This design comes from an exercise in tuning for small area on the open sky130 flow, not from production work.
Function was checked by simulation only, so behaviour that the tests miss may differ from the original.
Power is estimated from default activity; no workload was simulated.

Design dlx_core, start of the top module:
module dlx_core (
   input  logic        clk,
   input  logic        arst_n,
   output logic        instr_rd_en,
   output logic [19:0] instr_addr,
   input  logic [31:0] instruction,
   output logic        data_rd_en,
   output logic        data_wr_en,
   output logic [31:0] data_addr,
   input  logic [31:0] data_read,
   output logic [31:0] data_write
);
   localparam logic [1:0] st_f1  = 2'd0;
   localparam logic [1:0] st_f2  = 2'd1;
   localparam logic [1:0] st_hold = 2'd2;  
   localparam logic [1:0] st_bub = 2'd3;   
   logic [2:0]  ph;
   logic [1:0]  st;
   logic        clr_q;
   logic        rd_en_q;
   logic [19:0] pc;
   logic        zacc_q;
   logic        lt_q;
   logic        pend_q;
   logic [4:0]  srd_q;
   logic [27:0] asr;
   logic [31:0] bsr;
   logic ph0, ph6, ph7;
   assign ph0 = (ph == 3'd0);
   assign ph6 = (ph == 3'd6);
   assign ph7 = (ph == 3'd7);
   logic [5:0] opc, fn;
   logic is_r, is_addi, is_lw, is_sw, is_beqz, is_bnez;
   logic f_add, f_sub, f_and, f_or, f_xor, f_slt, known_r;
   assign opc     = instruction[31:26];
   assign fn      = instruction[5:0];
   assign is_r    = (opc == 6'h00);
   assign is_addi = (opc == 6'h08);
   assign is_lw   = (opc == 6'h23);
   assign is_sw   = (opc == 6'h2b);
   assign is_beqz = (opc == 6'h04);
   assign is_bnez = (opc == 6'h05);
   assign f_add   = is_r && (fn == 6'h20);
   assign f_sub   = is_r && (fn == 6'h22);
   assign f_and   = is_r && (fn == 6'h24);
   assign f_or    = is_r && (fn == 6'h25);
   assign f_xor   = is_r && (fn == 6'h26);
   assign f_slt   = is_r && (fn == 6'h2a);
   assign known_r = f_add || f_sub || f_and || f_or || f_xor || f_slt;
   logic needs_b, fb, fx, fw, last, hold;
  ...
Size: roughly 1700 cells after synthesis, about 1100 flip-flops, about 150 I/O pins.
==> module dlx_core, before the edit <==
module dlx_core (
   input  logic        clk,
   input  logic        arst_n,
   output logic        instr_rd_en,
   output logic [19:0] instr_addr,
   input  logic [31:0] instruction,
   output logic        data_rd_en,
   output logic        data_wr_en,
   output logic [31:0] data_addr,
   input  logic [31:0] data_read,
   output logic [31:0] data_write
);
   localparam logic [1:0] st_f1  = 2'd0;
   localparam logic [1:0] st_f2  = 2'd1;
   localparam logic [1:0] st_hold = 2'd2;  
   localparam logic [1:0] st_bub = 2'd3;   
   logic [2:0]  ph;
   logic [1:0]  st;
   logic        clr_q;
   logic        rd_en_q;
   logic [19:0] pc;
   logic        zacc_q;
   logic        lt_q;
   logic        pend_q;
   logic [4:0]  srd_q;
   logic [27:0] asr;
   logic [31:0] bsr;
   logic ph0, ph6, ph7;
   assign ph0 = (ph == 3'd0);
   assign ph6 = (ph == 3'd6);
   assign ph7 = (ph == 3'd7);
   logic [5:0] opc, fn;
   logic is_r, is_addi, is_lw, is_sw, is_beqz, is_bnez;
   logic f_add, f_sub, f_and, f_or, f_xor, f_slt, known_r;
   assign opc     = instruction[31:26];
   assign fn      = instruction[5:0];
   assign is_r    = (opc == 6'h00);
   assign is_addi = (opc == 6'h08);
   assign is_lw   = (opc == 6'h23);
   assign is_sw   = (opc == 6'h2b);
   assign is_beqz = (opc == 6'h04);
   assign is_bnez = (opc == 6'h05);
   assign f_add   = is_r && (fn == 6'h20);
   assign f_sub   = is_r && (fn == 6'h22);
   assign f_and   = is_r && (fn == 6'h24);
   assign f_or    = is_r && (fn == 6'h25);
   assign f_xor   = is_r && (fn == 6'h26);
   assign f_slt   = is_r && (fn == 6'h2a);
   assign known_r = f_add || f_sub || f_and || f_or || f_xor || f_slt;
   logic needs_b, fb, fx, fw, last, hold;
   assign needs_b = known_r || is_sw;
   assign hold = pend_q && ph0 && (st == st_f1) && is_addi;
   assign fb   = (st == st_f1) && needs_b;
   assign fx   = ((st == st_f1) && !needs_b && !hold) || ((st == st_f2) && needs_b);
   assign fw   = (st == st_f2) && !needs_b;
   assign last = (fx && !is_lw) || fw;
   logic [3:0] a, a_rf, b, wd;
   logic [4:0] wa, ra;
   logic       we, slt_wr;
   assign slt_wr = pend_q && ph0;
   assign wa = slt_wr ? srd_q : (is_r ? instruction[15:11] : instruction[20:16]);
   logic fb_n;
   assign fb_n = !fb;
   for (genvar i = 0; i < 5; i++) begin : g_ra
      pc_sel ra_i (.s(fb), .sn(fb_n), .d1(instruction[16+i]), .d0(instruction[21+i]), .y(ra[i]));
   end
   for (genvar i = 0; i < 4; i++) begin : g_top
      pc_sel top_i (.s(fb), .sn(fb_n), .d1(a[i]), .d0(bsr[i]), .y(bsr_top[i]));
   end
   assign b  = bsr[3:0];
   logic [27:0] bsr_low;
   logic [3:0]  bsr_top;
   logic        cap, cap_n;
   assign cap   = fw && ph0;
   assign cap_n = !cap;
   for (genvar i = 0; i < 28; i++) begin : g_cap
      pc_sel cap_i (.s(cap), .sn(cap_n), .d1(data_read[i+4]), .d0(bsr[i+4]), .y(bsr_low[i]));
   end
   assign a  = {a_rf[3:1], a_rf[0] || (slt_wr && lt_q && ra == srd_q)};
   reg_file reg_file_i (
      .clk     (clk),
      .arst_n    (arst_n),
      .frame_end (ph7),
      .rd_addr (ra),
      .wr_addr (wa),
      .wr_en   (we),
      .wr_all  (clr_q),
      .wr_data (wd),
      .rd_data (a_rf)
   );
   logic [3:0] imm_nib, bsel, res, sum;
   logic       sub_mode, lt;
   always_comb begin
      case (ph)
         3'd0:    imm_nib = instruction[3:0];
         3'd1:    imm_nib = instruction[7:4];
         3'd2:    imm_nib = instruction[11:8];
         3'd3:    imm_nib = instruction[15:12];
         default: imm_nib = {4{instruction[15]}};
      endcase
   end
   assign sub_mode = f_sub || f_slt;
   assign bsel     = is_r ? b : imm_nib;
   execute_stage execute_i (
      .clk      (clk),
      .first    (ph0),
      .a        (a),
      .b        (bsel),
      .sub_mode (sub_mode),
      .op_and   (f_and),
      .op_or    (f_or),
      .op_xor   (f_xor),
      .sum      (sum),
      .res      (res),
      .lt       (lt)
   );
   always_comb begin
      we = 1'b0;
      wd = 4'b0;
      if (slt_wr) begin
         we = 1'b1;
         wd = {3'b0, lt_q};
      end else if (fx) begin
         we = is_addi || known_r;
         wd = f_slt ? 4'b0 : res;
      end else if (fw) begin
         we = 1'b1;
         wd = ph0 ? data_read[3:0] : bsr[3:0];
      end
   end
   assign data_addr  = {sum, asr};
   assign data_write = {bsr[3:0], bsr[31:4]};
   assign data_rd_en = fx && ph7 && is_lw && !clr_q;
   assign data_wr_en = fx && ph7 && is_sw && !clr_q;
   logic zero, taken, pc_inc, go;
   assign go     = (st != st_bub) && (st != st_hold);
   assign zero   = !(zacc_q || (a != 4'b0));
   assign taken  = go && fx && ph7 && ((is_beqz && zero) || (is_bnez && !zero));
   assign pc_inc = go && ph6 && last;
   fetch_stage fetch_i (
      .clk     (clk),
      .clr     (clr_q),
      .upd     (pc_inc || taken),
      .add_imm (ph[0]),
      .imm     (instruction[15:0]),
      .pc      (pc)
   );
   assign instr_addr  = pc;
   assign instr_rd_en = rd_en_q;
   always_ff @(posedge clk) begin
      zacc_q  <= (!ph0 && zacc_q) || (a != 4'b0);
      lt_q    <= lt;
      srd_q   <= instruction[15:11];
      asr <= {sum, asr[27:4]};
      bsr <= {bsr_top, bsr_low};
   end
   always_ff @(posedge clk or negedge arst_n) begin
      if (!arst_n) begin
         ph      <= 3'd0;
         st      <= st_bub;
         clr_q   <= 1'b1;
         pend_q  <= 1'b0;
         rd_en_q <= 1'b0;
      end else begin
         ph      <= {ph[2] ^ (ph[1] & ph[0]), ph[1] ^ ph[0], !ph[0]};
         rd_en_q <= 1'b1;
         pend_q  <= ph7 && fx && f_slt && (instruction[15:11] != 5'd0);
         if (hold) st <= st_hold;
         if (ph7) begin
            clr_q <= 1'b0;
            if (!go || last) st <= taken ? st_bub : st_f1;
            else             st <= st_f2;
         end
      end
   end
endmodule
==> flow/config.mk <==
export PLATFORM = sky130hd
export DESIGN_NAME = dlx_core
export DESIGN_NICKNAME = dlx_core
export VERILOG_FILES = /design/flow/design.v
export SDC_FILE = /design/flow/constraint.sdc
export NUM_CORES = 4
export LEC_CHECK = 0
export CAP_MARGIN = 20
export CORE_MARGIN = 2
export CORE_UTILIZATION = 60
export PLACE_DENSITY = 0.8
export SLEW_MARGIN = 20
export SYNTH_HIERARCHICAL = 1
==> flow/constraint.sdc <==
create_clock -name core_clock -period 10.0 [get_ports {clk}]
set_input_delay 2.0000 -clock core_clock [delete_from_list [all_inputs] [get_ports {clk}]]
set_output_delay 2.0000 -clock core_clock [all_outputs]
set_load 0.01 [all_outputs]
standard.sh (not shown) runs the stock make flow with config.mk's settings and CLKGATE_MAP_FILE= SYNTH_SCRIPT=/design/flow/synth_recipe.tcl, a recipe that flattens the netlist after the stock synthesis.
==> flow/flow/run.sh <==
#!/bin/bash
# The standard layout (the standard.sh: ORFS from synthesis to finish)
# with two changes: the port buffers use the smallest buffer cell, and
# clock tree synthesis uses clkbuf_8 clusters and adds no dummy loads.
set -euo pipefail
export BUFFER_PORTS_ARGS="-buffer_cell sky130_fd_sc_hd__buf_1"
export CTS_ARGS="-sink_clustering_enable -repair_clock_nets -dont_use_dummy_load -buf_list sky130_fd_sc_hd__clkbuf_8 -sink_clustering_size 20 -sink_clustering_max_diameter 50"
bash standard.sh > standard_flow.log 2>&1
Rerun with:
--- a/flow/design.v
+++ b/flow/design.v
@@ -329,25 +329,10 @@
    logic [4:0] wa, ra;
    logic       we, slt_wr;
    assign slt_wr = pend_q && ph0;
    assign wa = slt_wr ? srd_q : (is_r ? instruction[15:11] : instruction[20:16]);
-   logic fb_n;
-   assign fb_n = !fb;
-   for (genvar i = 0; i < 5; i++) begin : g_ra
-      pc_sel ra_i (.s(fb), .sn(fb_n), .d1(instruction[16+i]), .d0(instruction[21+i]), .y(ra[i]));
-   end
-   for (genvar i = 0; i < 4; i++) begin : g_top
-      pc_sel top_i (.s(fb), .sn(fb_n), .d1(a[i]), .d0(bsr[i]), .y(bsr_top[i]));
-   end
+   assign ra = fb ? instruction[20:16] : instruction[25:21];
    assign b  = bsr[3:0];
-   logic [27:0] bsr_low;
-   logic [3:0]  bsr_top;
-   logic        cap, cap_n;
-   assign cap   = fw && ph0;
-   assign cap_n = !cap;
-   for (genvar i = 0; i < 28; i++) begin : g_cap
-      pc_sel cap_i (.s(cap), .sn(cap_n), .d1(data_read[i+4]), .d0(bsr[i+4]), .y(bsr_low[i]));
-   end
    assign a  = {a_rf[3:1], a_rf[0] || (slt_wr && lt_q && ra == srd_q)};
    reg_file reg_file_i (
       .clk     (clk),
       .arst_n    (arst_n),
@@ -422,9 +407,10 @@
       zacc_q  <= (!ph0 && zacc_q) || (a != 4'b0);
       lt_q    <= lt;
       srd_q   <= instruction[15:11];
       asr <= {sum, asr[27:4]};
-      bsr <= {bsr_top, bsr_low};
+      if (fw && ph0) bsr <= {bsr[3:0], data_read[31:4]};
+      else           bsr <= {fb ? a : bsr[3:0], bsr[31:4]};
    end
    always_ff @(posedge clk or negedge arst_n) begin
       if (!arst_n) begin
          ph      <= 3'd0;
- The new run ran to the end with no violations
- count of clock-buffer cells in the layout rises by 1
- cell count rises by about 0.3%
- sequential cell count does not change
- routed wire length falls by 0.64%
- die area rises by about 0.7%
- total power rises by about 3.5%
- first-iteration DRC count falls by 18%
- setup slack degrades by 89 ps
- hold slack improves by 34 ps
- maximum frequency falls by 0.91%
- clock power stays flat
- register-to-register slack hardly moves
- non-clock buffer count falls by 1

## static timing again, ports no longer ideal
The flow's constraints put no driver on any port. The routed layouts listed below were extracted and timed again, unchanged, in two steps. Step 1, drivers: a clkbuf_16 drives clk and a buf_2 each remaining input, both assumed. Step 2 times the ports against the registers' clock, not the clock port: input delays grow and output delays shrink by t, the midpoint of the rising clock arrivals with the driver on. Three values: ideal ports, drivers, drivers and shift; two values: the first two.
| run | t, ns | setup slack, ns | worst setup path after step 2 | slew at the worst register clock pin (ns) | worst data-port slew with drivers (ns) |
|---|---|---|---|---|---|
| the first run | 0.668 | 0.287 / 0.268 / -0.351 | input to register | 0.12 / 0.12 | 0.07 |
| the second run | 0.669 | 0.198 / 0.178 / -0.294 | input to register | 0.12 / 0.12 | 0.08 |
Met with ideal ports but missed after step 2: setup timing in the first run and the second run. The setup slack of the first run, which loses most, moves by -0.019 ns with the drivers and by -0.638 ns with both steps.
